Context: an optimization exercise on an open-source flow, tuned for small area, a short achievable clock period and few clock cycles. The choices shown serve that exercise and are no tape-out recipe. Only simulation tests tie the RTL to the original design; equivalence was not proved.

==> job 6196: inputs <==
==> flow/design.v <==
module dcache_sa (
    input  logic        clk,
    input  logic        rst,
    input  logic [31:0] addr,
    input  logic        rd_req,
    input  logic        wr_req,
    input  logic [31:0] wr_data,
    output logic [31:0] rd_data,
    output logic        miss,
    output logic        mem_req,
    output logic        mem_we,
    output logic [31:0] mem_addr,
    output logic [31:0] mem_wdata,
    input  logic [31:0] mem_rdata,
    input  logic        mem_ack,
    output logic [31:0] hit_count,
    output logic [31:0] miss_count
);
    logic [63:0][31:0] dmem;
    logic [1:0][3:0][9:0] tagMem;
    logic [1:0][3:0]   valid, dirty;
    logic [3:0]        mru;             
    logic sIdle, sHit, sXfer, sDone;
    logic cmpl;                         
    logic [2:0] cnt;
    logic       we_r;                   
    logic [9:0] xferTag;
    logic       vicWay, hitWay;
    logic [1:0] wbSel;                  
    logic [1:0] set_r;
    logic [2:0] word_r;
    logic [9:0] tag_r;
    logic       isWr;
    logic       missInc;
    logic [31:0] rdReg, wdReg;
    logic [7:0]  nxtOH;                 
    logic [31:0] hitCount, missCount;
    logic [9:0] tagIn;
    logic [1:0] setIn;
    logic [2:0] wordIn;
    logic       req;
    assign tagIn  = addr[16:7];
    assign setIn  = addr[6:5];
    assign wordIn = addr[4:2];
    assign req    = rd_req | wr_req;
    logic [1:0] hitw;
    logic       hit;
    always_comb begin
        for (int w = 0; w < 2; w++) begin
            hitw[w] = 1'b0;
            for (int s = 0; s < 4; s++)
                if (setIn == 2'(s) && valid[w][s] && tagMem[w][s] == tagIn)
                    hitw[w] = 1'b1;
        end
    end
    assign hit = |hitw;
    logic [3:0] vicOf, vicDirtyOf;
    logic [9:0] vicTagOf [4];
    always_comb
        for (int s = 0; s < 4; s++) begin
            vicOf[s]      = !valid[0][s] ? 1'b0 : !valid[1][s] ? 1'b1 : !mru[s];
            vicDirtyOf[s] = vicOf[s] ? (valid[1][s] && dirty[1][s]) : (valid[0][s] && dirty[0][s]);
            vicTagOf[s]   = vicOf[s] ? tagMem[1][s] : tagMem[0][s];
        end
    logic [1:0]  psel;
    logic [7:0]  pword;
    logic [31:0] pw [2];
    logic [31:0] portOut;
    assign psel  = hitw | wbSel;
    assign pword = sXfer ? nxtOH : 8'(1) << wordIn;
    always_comb
        for (int w = 0; w < 2; w++) begin
            pw[w] = '0;
            for (int s = 0; s < 4; s++)
                for (int k = 0; k < 8; k++)
                    if (setIn == 2'(s) && pword[k])
                        pw[w] = pw[w] | dmem[w*32 + s*8 + k];
        end
    assign portOut = (pw[0] & {32{psel[0]}}) | (pw[1] & {32{psel[1]}});
    logic [31:0] wb0;
    always_comb begin
        wb0 = '0;
        for (int s = 0; s < 4; s++)
            if (setIn == 2'(s))
                wb0 = wb0 | dmem[(vicOf[s] ? 32 : 0) + s*8];
    end
    assign rd_data    = rdReg;
    assign miss       = !cmpl;
    assign mem_req    = sXfer;
    assign mem_we     = we_r;
    assign mem_addr   = {15'd0, xferTag, set_r, cnt, 2'b00};
    assign mem_wdata  = wdReg;
    assign hit_count  = hitCount;
    assign miss_count = missCount;
    logic xferAck, lastWord;
    assign xferAck  = sXfer && mem_ack;
    assign lastWord = cnt == 3'd7;
    always_ff @(posedge clk) begin
        if (rst) begin
            sIdle     <= 1'b1;
            sHit      <= 1'b0;
            sXfer     <= 1'b0;
            sDone     <= 1'b0;
            cmpl      <= 1'b0;
            wbSel     <= '0;
            missInc   <= 1'b0;
            hitCount  <= '0;
            missCount <= '0;
            valid     <= '0;
            dirty     <= '0;
            mru       <= '0;
        end else begin
            missInc <= 1'b0;
            missCount <= missCount + 32'(missInc);
            if (sIdle && req) begin
                sIdle   <= 1'b0;
                sHit    <= hit;
                sXfer   <= !hit;
                cmpl    <= hit;
                missInc <= !hit;
                wbSel   <= hit || !vicDirtyOf[setIn] ? 2'b00 : (vicOf[setIn] ? 2'b10 : 2'b01);
            end
            if (sHit) begin
                sHit     <= 1'b0;
                sIdle    <= 1'b1;
                cmpl     <= 1'b0;
                hitCount <= hitCount + 32'd1;
                for (int t = 0; t < 4; t++)
                    if (set_r == 2'(t))
                        mru[t] <= hitWay;
                if (isWr)
                    for (int w = 0; w < 2; w++)
                        for (int t = 0; t < 4; t++)
                            if (hitWay == 1'(w) && set_r == 2'(t))
                                dirty[w][t] <= 1'b1;
            end
            if (xferAck) begin
                if (we_r) begin
                    if (lastWord)
                        wbSel <= '0;
                end else begin
                    if (lastWord) begin
                        sXfer <= 1'b0;
                        sDone <= 1'b1;
                        cmpl  <= 1'b1;
                    end
                end
            end
            if (sDone) begin
                sDone    <= 1'b0;
                sIdle    <= 1'b1;
                wbSel    <= '0;
                cmpl     <= 1'b0;
                hitCount <= hitCount + 32'd1;
                for (int w = 0; w < 2; w++)
                    for (int t = 0; t < 4; t++)
                        if (set_r == 2'(t)) begin
                            mru[t] <= vicWay;
                            if (vicWay == 1'(w)) begin
                                valid[w][t] <= 1'b1;
                                dirty[w][t] <= isWr;
                            end
                        end
            end
        end
    end
    always_ff @(posedge clk) begin
        if (sIdle) begin
            set_r   <= setIn;
            word_r  <= wordIn;
            tag_r   <= tagIn;
            isWr    <= wr_req;
            hitWay  <= hitw[1];
            vicWay  <= vicOf[setIn];
            we_r    <= vicDirtyOf[setIn];
            xferTag <= vicDirtyOf[setIn] ? vicTagOf[setIn] : tagIn;
            cnt     <= '0;
            nxtOH   <= 8'b10;
            rdReg   <= portOut;
            wdReg   <= wb0;
        end
        if (xferAck) begin
            cnt   <= cnt + 3'd1;
            nxtOH <= {nxtOH[6:0], nxtOH[7]};
            if (we_r) begin
                wdReg <= portOut;
                if (lastWord) begin
                    we_r    <= 1'b0;
                    xferTag <= tag_r;
                end
            end else begin
                if (cnt == word_r)
                    rdReg <= mem_rdata;
            end
        end
        if (sDone)
            for (int w = 0; w < 2; w++)
                for (int t = 0; t < 4; t++)
                    if (vicWay == 1'(w) && set_r == 2'(t))
                        tagMem[w][t] <= tag_r;
    end
    logic        fill;
    logic        wen;
    logic        wWay;
    logic [2:0]  wWord;
    logic [31:0] wData;
    assign fill  = xferAck && !we_r;
    assign wen   = fill || (sHit && isWr);
    assign wWay  = sXfer ? vicWay : hitWay;
    assign wWord = sXfer ? cnt : word_r;
    assign wData = sXfer && !(isWr && cnt == word_r) ? mem_rdata : wr_data;
    always_ff @(posedge clk)
        for (int w = 0; w < 2; w++)
            for (int s = 0; s < 4; s++)
                for (int k = 0; k < 8; k++)
                    if (wen && wWay == 1'(w) && set_r == 2'(s) && wWord == 3'(k))
                        dmem[w*32 + s*8 + k] <= wData;
endmodule
==> flow/run.sh <==
#!/bin/bash
# synth_recipe.tcl (not shown) runs the flow's synth.tcl, then flattens the netlist and writes it again
# the make line also repeats each setting of config.mk as NAME=value (left out here)
make -C /OpenROAD-flow-scripts/flow DESIGN_CONFIG=/design/flow/config.mk WORK_HOME=/design/flow/orfs CLKGATE_MAP_FILE= SYNTH_SCRIPT=/design/flow/synth_recipe.tcl finish
==> flow/config.mk <==
export PLATFORM = sky130hd
export DESIGN_NAME = dcache_sa
export DESIGN_NICKNAME = dcache_sa
export VERILOG_FILES = /design/flow/design.v
export SDC_FILE = /design/flow/constraint.sdc
export NUM_CORES = 4
export LEC_CHECK = 0
export ABC_CLOCK_PERIOD_IN_PS = 2500
export CAP_MARGIN = 20
export CORE_MARGIN = 2
export CORE_UTILIZATION = 50
export MIN_ROUTING_LAYER = met2
export SETUP_SLACK_MARGIN = 4.4
export SLEW_MARGIN = 20
==> flow/constraint.sdc <==
create_clock -name core_clock -period 8.0 [get_ports {clk}]
set_input_delay 1.6000 -clock core_clock [delete_from_list [all_inputs] [get_ports {clk}]]
set_output_delay 1.6000 -clock core_clock [all_outputs]
set_load 0.01 [all_outputs]
==> job 272 (differences from job 6196) <==
==> flow/design.v, changed modules only <==
module dcache_sa (
    input  logic        clk,
    input  logic        rst,
    input  logic [31:0] addr,
    input  logic        rd_req,
    input  logic        wr_req,
    input  logic [31:0] wr_data,
    output logic [31:0] rd_data,
    output logic        miss,
    output logic        mem_req,
    output logic        mem_we,
    output logic [31:0] mem_addr,
    output logic [31:0] mem_wdata,
    input  logic [31:0] mem_rdata,
    input  logic        mem_ack,
    output logic [31:0] hit_count,
    output logic [31:0] miss_count
);
    logic [7:0][3:0][31:0] dmA, dmB;
    logic                  ph;
    logic [1:0][3:0][9:0]  tagMem;
    logic [1:0][3:0]       valid, dirty;
    logic [3:0]            mru;         
    logic sIdle, sHit, sXfer, sDone;
    logic cmpl;                         
    logic reqR;                         
    logic [2:0] cnt;
    logic       we_r;                   
    logic [9:0] xferTag;
    logic       vicWay, hitWay;
    logic [1:0] wbSel;                  
    logic [1:0] set_r;
    logic [2:0] word_r;
    logic [9:0] tag_r;
    logic       isWr;
    logic       missInc;
    logic [31:0] rdReg, wdReg;
    logic [2:0]  nxtW;                  
    logic [31:0] hitCount, missCount;
    logic        pend, pendHit;
    logic        pendWay;
    logic [2:0]  pendWord;
    logic [31:0] pendData;
    logic [9:0] tagIn;
    logic [1:0] setIn;
    logic [2:0] wordIn;
    logic       req;
    assign tagIn  = addr[16:7];
    assign setIn  = addr[6:5];
    assign wordIn = addr[4:2];
    assign req    = rd_req | wr_req;
    logic [1:0] hitw;
    logic       hit;
    always_comb begin
        for (int w = 0; w < 2; w++) begin
            hitw[w] = 1'b0;
            for (int s = 0; s < 4; s++)
                if (setIn == 2'(s) && valid[w][s] && tagMem[w][s] == tagIn)
                    hitw[w] = 1'b1;
        end
    end
    assign hit = |hitw;
    logic hazard, start;
    assign hazard = pendHit && setIn == set_r && (wordIn == pendWord || pendWord == 3'd0);
    assign start  = sIdle && req && !hazard;
    logic [3:0] vicOf, vicDirtyOf;
    logic [9:0] vicTagOf [4];
    always_comb
        for (int s = 0; s < 4; s++) begin
            vicOf[s]      = !valid[0][s] ? 1'b0 : !valid[1][s] ? 1'b1 : !mru[s];
            vicDirtyOf[s] = vicOf[s] ? (valid[1][s] && dirty[1][s]) : (valid[0][s] && dirty[0][s]);
            vicTagOf[s]   = vicOf[s] ? tagMem[1][s] : tagMem[0][s];
        end
    logic [1:0]  psel;
    logic [2:0]  pword;
    logic [31:0] pwA [2], pwB [2], pw [2];
    logic [31:0] portOut;
    assign psel  = hitw | wbSel;
    assign pword = sXfer ? nxtW : wordIn;
    always_comb
        for (int w = 0; w < 2; w++) begin
            pwA[w] = '0;
            pwB[w] = '0;
            for (int s = 0; s < 4; s++) begin
                for (int j = 0; j < 4; j++)
                    if (setIn == 2'(s) && pword[2:1] == 2'(j)) begin
                        pwA[w] = pwA[w] | dmA[w*4 + s][j];
                        pwB[w] = pwB[w] | dmB[w*4 + s][j];
                    end
            end
            pw[w] = pword[0] == ph ? pwA[w] : pwB[w];
        end
    assign portOut = (pw[0] & {32{psel[0]}}) | (pw[1] & {32{psel[1]}});
    logic [31:0] wb0;
    always_comb begin
        wb0 = '0;
        for (int s = 0; s < 4; s++)
            if (setIn == 2'(s))
                for (int w = 0; w < 2; w++)
                    if (vicOf[s] == 1'(w))
                        wb0 = wb0 | (ph ? dmB[w*4 + s][0] : dmA[w*4 + s][0]);
    end
    assign rd_data    = rdReg;
    assign miss       = !cmpl;
    assign mem_req    = reqR;
    assign mem_we     = we_r;
    assign mem_addr   = {15'd0, xferTag, set_r, cnt, 2'b00};
    assign mem_wdata  = wdReg;
    assign hit_count  = hitCount;
    assign miss_count = missCount;
    logic xferAck, lastWord, fillAck, fillNow, fillSlot, hitWr, hitNow, useWr;
    assign xferAck  = reqR && mem_ack;
    assign lastWord = cnt == 3'd7;
    assign fillAck  = xferAck && !we_r;
    assign fillNow  = fillAck && cnt[0] != ph;
    assign fillSlot = sXfer && !we_r && cnt[0] != ph;
    assign hitWr    = sHit && isWr;
    assign hitNow   = hitWr && word_r[0] != ph;
    assign useWr    = isWr && cnt == word_r;    
    logic        wen;
    logic        wWay;
    logic [2:0]  wWord;
    logic [31:0] wData;
    assign wen   = pend || fillSlot || hitNow;
    assign wWay  = pend ? pendWay : sXfer ? vicWay : hitWay;
    assign wWord = pend ? pendWord : sXfer ? cnt : word_r;
    assign wData = pend ? pendData : sXfer && !useWr ? mem_rdata : wr_data;
    logic [31:0] wDataZ;
    logic [7:0][3:0] wMatch, wKeep;
    assign wDataZ = wen ? wData : '0;
    always_comb
        for (int l = 0; l < 8; l++)
            for (int j = 0; j < 4; j++) begin
                wMatch[l][j] = {wWay, set_r} == 3'(l) && wWord[2:1] == 2'(j);
                wKeep[l][j]  = !(wen && wMatch[l][j]);
            end
    always_ff @(posedge clk)
        for (int l = 0; l < 8; l++)
            for (int j = 0; j < 4; j++) begin
                dmB[l][j] <= dmA[l][j];
                dmA[l][j] <= (dmB[l][j] & {32{wKeep[l][j]}}) | (wDataZ & {32{wMatch[l][j]}});
            end
    always_ff @(posedge clk)
        ph <= !rst && !ph;
    always_ff @(posedge clk) begin
        if (rst) begin
            sIdle     <= 1'b1;
            sHit      <= 1'b0;
            sXfer     <= 1'b0;
            sDone     <= 1'b0;
            cmpl      <= 1'b0;
            reqR      <= 1'b0;
            wbSel     <= '0;
            missInc   <= 1'b0;
            pend      <= 1'b0;
            pendHit   <= 1'b0;
            hitCount  <= '0;
            missCount <= '0;
            valid     <= '0;
            dirty     <= '0;
            mru       <= '0;
        end else begin
            missInc   <= 1'b0;
            pend      <= 1'b0;
            pendHit   <= 1'b0;
            missCount <= missCount + 32'(missInc);
            if (start) begin
                sIdle   <= 1'b0;
                sHit    <= hit;
                sXfer   <= !hit;
                reqR    <= !hit;
                cmpl    <= hit;
                missInc <= !hit;
                wbSel   <= hit || !vicDirtyOf[setIn] ? 2'b00 : (vicOf[setIn] ? 2'b10 : 2'b01);
            end
            if (sHit) begin
                sHit     <= 1'b0;
                sIdle    <= 1'b1;
                cmpl     <= 1'b0;
                hitCount <= hitCount + 32'd1;
                for (int t = 0; t < 4; t++)
                    if (set_r == 2'(t))
                        mru[t] <= hitWay;
                if (isWr)
                    for (int w = 0; w < 2; w++)
                        for (int t = 0; t < 4; t++)
                            if (hitWay == 1'(w) && set_r == 2'(t))
                                dirty[w][t] <= 1'b1;
                if (hitWr && !hitNow) begin
                    pend    <= 1'b1;
                    pendHit <= 1'b1;
                end
            end
            if (xferAck && we_r && lastWord)
                wbSel <= '0;
            if (fillAck) begin
                if (!fillNow)
                    pend <= 1'b1;
                if (lastWord) begin
                    sXfer <= 1'b0;
                    reqR  <= 1'b0;
                    sDone <= 1'b1;
                    cmpl  <= 1'b1;
                end
            end
            if (sDone) begin
                sDone    <= 1'b0;
                sIdle    <= 1'b1;
                cmpl     <= 1'b0;
                wbSel    <= '0;
                hitCount <= hitCount + 32'd1;
                for (int w = 0; w < 2; w++)
                    for (int t = 0; t < 4; t++)
                        if (set_r == 2'(t)) begin
                            mru[t] <= vicWay;
                            if (vicWay == 1'(w)) begin
                                valid[w][t] <= 1'b1;
                                dirty[w][t] <= isWr;
                            end
                        end
            end
        end
    end
    always_ff @(posedge clk) begin
        if (sIdle) begin
            set_r   <= setIn;
            word_r  <= wordIn;
            tag_r   <= tagIn;
            isWr    <= wr_req;
            hitWay  <= hitw[1];
            vicWay  <= vicOf[setIn];
            we_r    <= vicDirtyOf[setIn];
            xferTag <= vicDirtyOf[setIn] ? vicTagOf[setIn] : tagIn;
            cnt     <= '0;
            nxtW    <= 3'd1;
            rdReg   <= portOut;
            wdReg   <= wb0;
        end
        if (xferAck) begin
            cnt   <= cnt + 3'd1;
            nxtW  <= nxtW + 3'd1;
            if (we_r) begin
                wdReg <= portOut;
                if (lastWord) begin
                    we_r    <= 1'b0;
                    xferTag <= tag_r;
                end
            end else if (cnt == word_r)
                rdReg <= mem_rdata;
        end
        if (hitWr) begin
            pendWay  <= hitWay;
            pendWord <= word_r;
            pendData <= wr_data;
        end
        if (fillAck) begin
            pendWay  <= vicWay;
            pendWord <= cnt;
            pendData <= useWr ? wr_data : mem_rdata;
        end
        if (sDone)
            for (int w = 0; w < 2; w++)
                for (int t = 0; t < 4; t++)
                    if (vicWay == 1'(w) && set_r == 2'(t))
                        tagMem[w][t] <= tag_r;
    end
endmodule
- CTS_CLUSTER_DIAMETER: default -> 90
- CTS_CLUSTER_SIZE: default -> 20
- MIN_ROUTING_LAYER: met2 -> default
==> comparison <==
Job 6196 stopped in 5_1_grt, error GRT-0116. Job 272 produced a clean layout. In job 272 the synthesized cell count is larger than in job 6196, by about 24%. In job 272 the area after synthesis is lower than in job 6196, by 6.3%.
==> figures <==
quantity                                                                                     job 272                job 6196
Post-CTS repair timing setup buffer count                                                        120                     190
Clock sink count                                                                               2,359                   2,324
Share of synthesized cell area in full adder, half adder and majority cells                 0.000870                0.000679
Run status                                                                   complete, no violations  stopped before the end
Stage where the flow stopped                                                                       -                 5_1_grt
Cts bufs inserted                                                                                136                     229
Distinct cell type count of the synthesized netlist                                               98                      93
Area share of and/or/nand/nor cells after synthesis                                           0.0503                  0.0570
Avg Cell Area, Syn                                                                         11.8 um^2               15.6 um^2
Final Wtd Congestion                                                                           0.939                    1.05
Gate Count Post-Synth                                                                          7,291                   5,891
Total number of placement rows                                                                   152                     157
Testbench counts of job 6196, summed over its fixed seeds: cycles 204,752.
Testbench counts of job 272, summed over its fixed seeds: cycles 205,105.

-- port drivers added, routing unchanged --
In the flow no input, the clock included, has a driving cell. The finished layout below was timed again as built, in two steps.
Step 1 assumes that a clkbuf_16 drives the clock port and a buf_2 every other input.
Step 2 also shifts input and output timing later by t, the mid clock arrival at the registers, as if the neighbouring blocks saw the same clock.
Three values: ideal ports, drivers, drivers and shift; two values: the first two.
run: job 272
t, ns: 0.920
setup WS [ns]: 4.237 / 4.107 / 3.187
slew at the worst register clock pin (ns): 0.10 / 0.10
After both steps setup and hold are still met in job 272. The setup slack of job 272 moves by -0.130 ns with the drivers and by -1.050 ns with both steps.
